This design comes from an exercise in tuning for small area on the open sky130 flow, not from production work. At most, simulation tests tie the RTL to the original design; equivalence was not proved. Power and IR drop assume default switching activity.

==> flow/design.v <==
`default_nettype none
module srl_var_delay #(
   parameter int SRL_WIDTH     = 18,
   parameter int SRL_MAX_DEPTH = 32
) (
   input  wire logic                 clk,
   input  wire logic                 rst_n,
   input  wire logic                 en,
   input  wire logic                 flush,
   input  wire logic [$clog2(SRL_MAX_DEPTH+1)-1:0] delay,
   input  wire logic [SRL_WIDTH-1:0] din,
   input  wire logic                 din_valid,
   output      logic [SRL_WIDTH-1:0] dout,
   output      logic                 dout_valid,
   output      logic                 primed
);
   localparam int DW = $clog2(SRL_MAX_DEPTH + 1);
   localparam int IW = (SRL_MAX_DEPTH > 1) ? $clog2(SRL_MAX_DEPTH) : 1;
   logic [SRL_MAX_DEPTH-1:0][SRL_WIDTH-1:0] stage_q;
   logic [SRL_MAX_DEPTH-1:0] vld_q;
   logic [DW-1:0]            fill_cnt_q;
   logic [DW-1:0]            wr_cnt_q;
   logic                     shift;
   assign shift = en && !flush;
   always_ff @(posedge clk) begin
      if (shift) begin
         stage_q <= {stage_q[SRL_MAX_DEPTH-2:0], din};
         vld_q   <= {vld_q[SRL_MAX_DEPTH-2:0], din_valid};
      end
   end
   function automatic logic [DW-1:0] sat_inc(input logic [DW-1:0] n);
      logic [DW-1:0] r;
      logic c;
      c = !n[DW-1];
      for (int i = 0; i < DW; i++) begin
         r[i] = n[i] ^ c;
         c = c & n[i];
      end
      sat_inc = r;
   endfunction
   function automatic logic ge5(input logic [IW-1:0] n, input logic [IW-1:0] d);
      logic g;
      g = 1'b1;
      for (int i = 0; i < IW; i++) begin
         g = (n[i] & !d[i]) | (!(n[i] ^ d[i]) & g);
      end
      ge5 = g;
   endfunction
   always_ff @(posedge clk or negedge rst_n) begin
      if (!rst_n) begin
         fill_cnt_q <= '0;
         wr_cnt_q   <= '0;
      end else begin
         if (flush) begin
            fill_cnt_q <= '0;
         end else if (en) begin
            fill_cnt_q <= sat_inc(fill_cnt_q);
         end
         if (shift) begin
            wr_cnt_q <= sat_inc(wr_cnt_q);
         end
      end
   end
   logic [IW-1:0] dlo;
   assign dlo = delay[IW-1:0];
   logic written;
   assign primed  = fill_cnt_q[DW-1] |
                    (!delay[DW-1] && ge5(fill_cnt_q[IW-1:0], dlo) && fill_cnt_q[IW-1:0] != '0);
   assign written = wr_cnt_q[DW-1] |
                    (!delay[DW-1] && ge5(wr_cnt_q[IW-1:0], dlo) && wr_cnt_q[IW-1:0] != '0);
   logic [SRL_MAX_DEPTH-1:0] sel;
   logic [7:0] sel_hi;
   logic [3:0] sel_lo;
   always_comb begin
      for (int j = 0; j < 8; j++) begin
         sel_hi[j] = written && !delay[DW-1] && (dlo[4:2] == 3'(j));
      end
      for (int k = 0; k < 4; k++) begin
         sel_lo[k] = (dlo[1:0] == 2'(k));
      end
   end
   for (genvar i = 1; i < SRL_MAX_DEPTH - 1; i++) begin : g_sel
      srl_and2 u_sel (.a(sel_hi[(i + 1) / 4]), .b(sel_lo[(i + 1) % 4]), .y(sel[i]));
   end
   srl_and2 u_sel0 (.a(sel_hi[0]), .b(!dlo[1]), .y(sel[0]));
   srl_and2 u_sel31 (.a(written), .b(delay[DW-1]), .y(sel[SRL_MAX_DEPTH-1]));
   for (genvar b = 0; b < SRL_WIDTH; b++) begin : g_rd
      logic [SRL_MAX_DEPTH-1:0] col;
      for (genvar i = 0; i < SRL_MAX_DEPTH; i++) begin : g_col
         assign col[i] = stage_q[i][b];
      end
      srl_rd_bit u_rd (.d(col), .sel(sel), .y(dout[b]));
   end
   logic vld_sel;
   srl_rd_bit u_rd_vld (.d(vld_q), .sel(sel), .y(vld_sel));
   assign dout_valid = vld_sel & primed;
endmodule
module srl_rd_bit (
   input  wire logic [31:0] d,
   input  wire logic [31:0] sel,
   output      logic        y
);
   logic [10:0] t_n;
   for (genvar g = 0; g < 10; g++) begin : g_aoi
      srl_aoi222 u_aoi (
         .a0(d[3*g]),   .b0(sel[3*g]),
         .a1(d[3*g+1]), .b1(sel[3*g+1]),
         .a2(d[3*g+2]), .b2(sel[3*g+2]),
         .y(t_n[g])
      );
   end
   assign t_n[10] = ~((d[30] & sel[30]) | (d[31] & sel[31]));
   logic [2:0] g;
   srl_nand4 u_n0 (.a(t_n[3:0]), .y(g[0]));
   srl_nand4 u_n1 (.a(t_n[7:4]), .y(g[1]));
   assign g[2] = ~(&t_n[10:8]);
   assign y = |g;
endmodule
module srl_and2 (
   input  wire logic a, b,
   output      logic y
);
   assign y = a & b;
endmodule
module srl_nand4 (
   input  wire logic [3:0] a,
   output      logic       y
);
   assign y = ~(&a);
endmodule
module srl_aoi222 (
   input  wire logic a0, b0, a1, b1, a2, b2,
   output      logic y
);
   assign y = ~((a0 & b0) | (a1 & b1) | (a2 & b2));
endmodule
`default_nettype wire
export LEC_CHECK = 0
export CAP_MARGIN = 0
export CORE_MARGIN = 2
export CORE_UTILIZATION = 75
export PLACE_DENSITY = 0.88
export SLEW_MARGIN = 0
export SYNTH_HIERARCHICAL = 1
export SYNTH_MINIMUM_KEEP_SIZE = 0
create_clock -name core_clock -period 10.0 [get_ports {clk}]
standard.sh (not shown) runs the stock make flow with config.mk's settings and CLKGATE_MAP_FILE= SYNTH_SCRIPT=/design/flow/synth_recipe.tcl, a recipe that flattens the netlist after the stock synthesis.
==> flow/flow/run.sh <==
#!/bin/bash
# Standard ORFS layout (the standard.sh, standard synthesis unchanged) with two
# changes: port buffers use the smallest buffer, and CTS uses clkbuf_8 leaf
# buffers in clusters of about 20 sinks without dummy loads.
set -euo pipefail
bash standard.sh \
  "BUFFER_PORTS_ARGS=-buffer_cell sky130_fd_sc_hd__buf_1" \
  "CTS_ARGS=-sink_clustering_enable -repair_clock_nets -buf_list sky130_fd_sc_hd__clkbuf_8 -sink_clustering_size 20 -sink_clustering_max_diameter 60 -dont_use_dummy_load" \
  finish > standard.log 2>&1
Then changed:
--- a/flow/design.v
+++ b/flow/design.v
@@ -27,48 +27,30 @@
          stage_q <= {stage_q[SRL_MAX_DEPTH-2:0], din};
          vld_q   <= {vld_q[SRL_MAX_DEPTH-2:0], din_valid};
       end
    end
-   function automatic logic [DW-1:0] sat_inc(input logic [DW-1:0] n);
-      logic [DW-1:0] r;
-      logic c;
-      c = !n[DW-1];
-      for (int i = 0; i < DW; i++) begin
-         r[i] = n[i] ^ c;
-         c = c & n[i];
-      end
-      sat_inc = r;
-   endfunction
-   function automatic logic ge5(input logic [IW-1:0] n, input logic [IW-1:0] d);
-      logic g;
-      g = 1'b1;
-      for (int i = 0; i < IW; i++) begin
-         g = (n[i] & !d[i]) | (!(n[i] ^ d[i]) & g);
-      end
-      ge5 = g;
-   endfunction
    always_ff @(posedge clk or negedge rst_n) begin
       if (!rst_n) begin
          fill_cnt_q <= '0;
          wr_cnt_q   <= '0;
       end else begin
          if (flush) begin
             fill_cnt_q <= '0;
-         end else if (en) begin
-            fill_cnt_q <= sat_inc(fill_cnt_q);
+         end else if (en && !fill_cnt_q[DW-1]) begin
+            fill_cnt_q <= fill_cnt_q + DW'(1);
          end
-         if (shift) begin
-            wr_cnt_q <= sat_inc(wr_cnt_q);
+         if (shift && !wr_cnt_q[DW-1]) begin
+            wr_cnt_q <= wr_cnt_q + DW'(1);
          end
       end
    end
    logic [IW-1:0] dlo;
    assign dlo = delay[IW-1:0];
    logic written;
    assign primed  = fill_cnt_q[DW-1] |
-                    (!delay[DW-1] && ge5(fill_cnt_q[IW-1:0], dlo) && fill_cnt_q[IW-1:0] != '0);
+                    (!delay[DW-1] && fill_cnt_q[IW-1:0] >= dlo && fill_cnt_q[IW-1:0] != '0);
    assign written = wr_cnt_q[DW-1] |
-                    (!delay[DW-1] && ge5(wr_cnt_q[IW-1:0], dlo) && wr_cnt_q[IW-1:0] != '0);
+                    (!delay[DW-1] && wr_cnt_q[IW-1:0] >= dlo && wr_cnt_q[IW-1:0] != '0);
    logic [SRL_MAX_DEPTH-1:0] sel;
    logic [7:0] sel_hi;
    logic [3:0] sel_lo;
    always_comb begin
What happened:
- The new run ran to the end with no violations
- total power went up by 0.92%
- area after synthesis went up by about 0.6%
- core utilization hardly moves
- worst setup slack loses 0.20 ns
- sequential power barely changes
- sequential cell count is unchanged
- worst hold slack loses 0.015 ns
- first-iteration DRC count went down by about 2.6%

Setup of green:
srl_var_delay, a different RTL version from the one above (not shown whole).
Size: ~1000 cells after synthesis, about 620 flip-flops, roughly 49 I/O pins.
==> module srl_var_delay, before the edit <==
module srl_var_delay #(
   parameter int SRL_WIDTH     = 18,
   parameter int SRL_MAX_DEPTH = 32
) (
   input  wire logic                 clk,
   input  wire logic                 rst_n,
   input  wire logic                 en,
   input  wire logic                 flush,
   input  wire logic [$clog2(SRL_MAX_DEPTH+1)-1:0] delay,
   input  wire logic [SRL_WIDTH-1:0] din,
   input  wire logic                 din_valid,
   output      logic [SRL_WIDTH-1:0] dout,
   output      logic                 dout_valid,
   output      logic                 primed
);
   localparam int DW = $clog2(SRL_MAX_DEPTH + 1);
   localparam int IW = (SRL_MAX_DEPTH > 1) ? $clog2(SRL_MAX_DEPTH) : 1;
   logic [SRL_MAX_DEPTH-1:0][SRL_WIDTH-1:0] stage_q;
   logic [SRL_MAX_DEPTH-1:0] vld_q;
   logic [DW-1:0]            fill_cnt_q;
   logic [DW-1:0]            wr_cnt_q;
   logic                     shift;
   assign shift = en && !flush;
   always_ff @(posedge clk) begin
      if (shift) begin
         stage_q <= {stage_q[SRL_MAX_DEPTH-2:0], din};
         vld_q   <= {vld_q[SRL_MAX_DEPTH-2:0], din_valid};
      end
   end
   always_ff @(posedge clk or negedge rst_n) begin
      if (!rst_n) begin
         fill_cnt_q <= '0;
         wr_cnt_q   <= '0;
      end else begin
         if (flush) begin
            fill_cnt_q <= '0;
         end else if (en && !fill_cnt_q[DW-1]) begin
            fill_cnt_q <= fill_cnt_q + DW'(1);
         end
         if (shift && !wr_cnt_q[DW-1]) begin
            wr_cnt_q <= wr_cnt_q + DW'(1);
         end
      end
   end
   logic [IW-1:0] dlo;
   assign dlo = delay[IW-1:0];
   logic written;
   assign primed  = fill_cnt_q[DW-1] |
                    (!delay[DW-1] && fill_cnt_q[IW-1:0] >= dlo && fill_cnt_q[IW-1:0] != '0);
   assign written = wr_cnt_q[DW-1] |
                    (!delay[DW-1] && wr_cnt_q[IW-1:0] >= dlo && wr_cnt_q[IW-1:0] != '0);
   logic [SRL_MAX_DEPTH-1:0] sel;
   always_comb begin
      for (int i = 0; i < SRL_MAX_DEPTH - 1; i++) begin
         sel[i] = written && !delay[DW-1] && (dlo == IW'(i + 1));
      end
      sel[0] = sel[0] | (written && !delay[DW-1] && dlo == '0);
      sel[SRL_MAX_DEPTH-1] = written && delay[DW-1];
   end
   for (genvar b = 0; b < SRL_WIDTH; b++) begin : g_rd
      logic [SRL_MAX_DEPTH-1:0] col;
      for (genvar i = 0; i < SRL_MAX_DEPTH; i++) begin : g_col
         assign col[i] = stage_q[i][b];
      end
      srl_rd_bit u_rd (.d(col), .sel(sel), .y(dout[b]));
   end
   logic vld_sel;
   srl_rd_bit u_rd_vld (.d(vld_q), .sel(sel), .y(vld_sel));
   assign dout_valid = vld_sel & primed;
endmodule
==> module srl_rd_bit, before the edit <==
module srl_rd_bit (
   input  wire logic [31:0] d,
   input  wire logic [31:0] sel,
   output      logic        y
);
   logic [10:0] t_n;
   for (genvar g = 0; g < 10; g++) begin : g_aoi
      srl_aoi222 u_aoi (
         .a0(d[3*g]),   .b0(sel[3*g]),
         .a1(d[3*g+1]), .b1(sel[3*g+1]),
         .a2(d[3*g+2]), .b2(sel[3*g+2]),
         .y(t_n[g])
      );
   end
   assign t_n[10] = ~((d[30] & sel[30]) | (d[31] & sel[31]));
   logic [2:0] g;
   srl_nand4 u_n0 (.a(t_n[3:0]), .y(g[0]));
   srl_nand4 u_n1 (.a(t_n[7:4]), .y(g[1]));
   assign g[2] = ~(&t_n[10:8]);
   assign y = |g;
endmodule
==> module srl_nand4, before the edit <==
module srl_nand4 (
   input  wire logic [3:0] a,
   output      logic       y
);
   assign y = ~(&a);
endmodule
Settings: LEC_CHECK=0, CAP_MARGIN=0, CORE_MARGIN=2, CORE_UTILIZATION=70, PLACE_DENSITY=0.85, SLEW_MARGIN=0, SYNTH_HIERARCHICAL=1, SYNTH_MINIMUM_KEEP_SIZE=0; clock period 10.0 ns.
Scripts as last shown in full above: flow/flow/run.sh
What purple does differently from green at the input level:
-- flow/design.v --
<<< green, line 54
   always_comb begin
      for (int i = 0; i < SRL_MAX_DEPTH - 1; i++) begin
         sel[i] = written && !delay[DW-1] && (dlo == IW'(i + 1));
      end
      sel[0] = sel[0] | (written && !delay[DW-1] && dlo == '0);
      sel[SRL_MAX_DEPTH-1] = written && delay[DW-1];
   end
   for (genvar b = 0; b < SRL_WIDTH; b++) begin : g_rd
>>> purple, line 54
   always_comb begin
      for (int i = 0; i < SRL_MAX_DEPTH - 1; i++) begin
         sel[i] = !delay[DW-1] && (dlo == IW'(i + 1));
      end
      sel[0] = sel[0] | (!delay[DW-1] && dlo == '0);
      sel[SRL_MAX_DEPTH-1] = delay[DW-1];
   end
   for (genvar b = 0; b < SRL_WIDTH; b++) begin : g_rd
<<< green, line 64
         assign col[i] = stage_q[i][b];
      end
      srl_rd_bit u_rd (.d(col), .sel(sel), .y(dout[b]));
   end
   logic vld_sel;
   srl_rd_bit u_rd_vld (.d(vld_q), .sel(sel), .y(vld_sel));
   assign dout_valid = vld_sel & primed;
endmodule
module srl_rd_bit (
   input  wire logic [31:0] d,
   input  wire logic [31:0] sel,
   output      logic        y
);
>>> purple, line 64
         assign col[i] = stage_q[i][b];
      end
      srl_rd_bit u_rd (.d(col), .sel(sel), .mask(written), .y(dout[b]));
   end
   srl_rd_bit u_rd_vld (.d(vld_q), .sel(sel), .mask(primed), .y(dout_valid));
endmodule
module srl_rd_bit (
   input  wire logic [31:0] d,
   input  wire logic [31:0] sel,
   input  wire logic        mask,
   output      logic        y
);
<<< green, line 85
   end
   assign t_n[10] = ~((d[30] & sel[30]) | (d[31] & sel[31]));
   logic [2:0] g;
   srl_nand4 u_n0 (.a(t_n[3:0]), .y(g[0]));
   srl_nand4 u_n1 (.a(t_n[7:4]), .y(g[1]));
   assign g[2] = ~(&t_n[10:8]);
   assign y = |g;
endmodule
module srl_nand4 (
   input  wire logic [3:0] a,
   output      logic       y
);
   assign y = ~(&a);
endmodule
module srl_aoi222 (
>>> purple, line 84
   end
   assign t_n[10] = ~((d[30] & sel[30]) | (d[31] & sel[31]));
   assign y = mask & ~(&t_n);
endmodule
module srl_aoi222 (
Findings:
- Diff purple..green | post-route cell area | negligible
- As far as synthesized instance count is concerned, green and purple perform about the same.
- Relative to green, share of cells above drive strength 1 has decreased by 1.1 points in purple.
- Delta (purple minus green): final total negative setup slack was more or less identical; post-layout minimum cycle time went down by 0.54 ns.
- green ended up with met1 as its busiest layer in global routing; purple ended up with met2.
The RTL of green was laid out without a check of its function.

==> afterwards: timing with drivers on the ports <==
How much do the figures lean on ideal ports? The routed layouts below were timed once more, with nothing changed but the port constraints. Step 1: set_driving_cell puts a clkbuf_16 on clk and a buf_2 on each other input, an assumption about the parent block. Step 2 adds t to the input delays and takes it off the output delays; t is the mean of the earliest and latest rising clock arrival at the registers after step 1. Input paths then give back, and output paths get back, about the clock's delay inside the block. a / b / c = ideal / step 1 / step 2; a / b = the first two.
| run | t (ns) | slack for setup (ns) | worst data-port slew with drivers (ns) |
|---|---|---|---|
| the first run of note 1 | 0.608 | 2.542 / 2.518 / 2.518 | 0.04 |
| the second run of note 1 | 0.607 | 2.341 / 2.311 / 2.311 | 0.03 |
| green | 0.605 | 2.431 / 2.402 / 2.402 | 0.03 |
| purple | 0.614 | 2.971 / 2.941 / 2.941 | 0.03 |
After both steps every run listed still meets setup and hold.
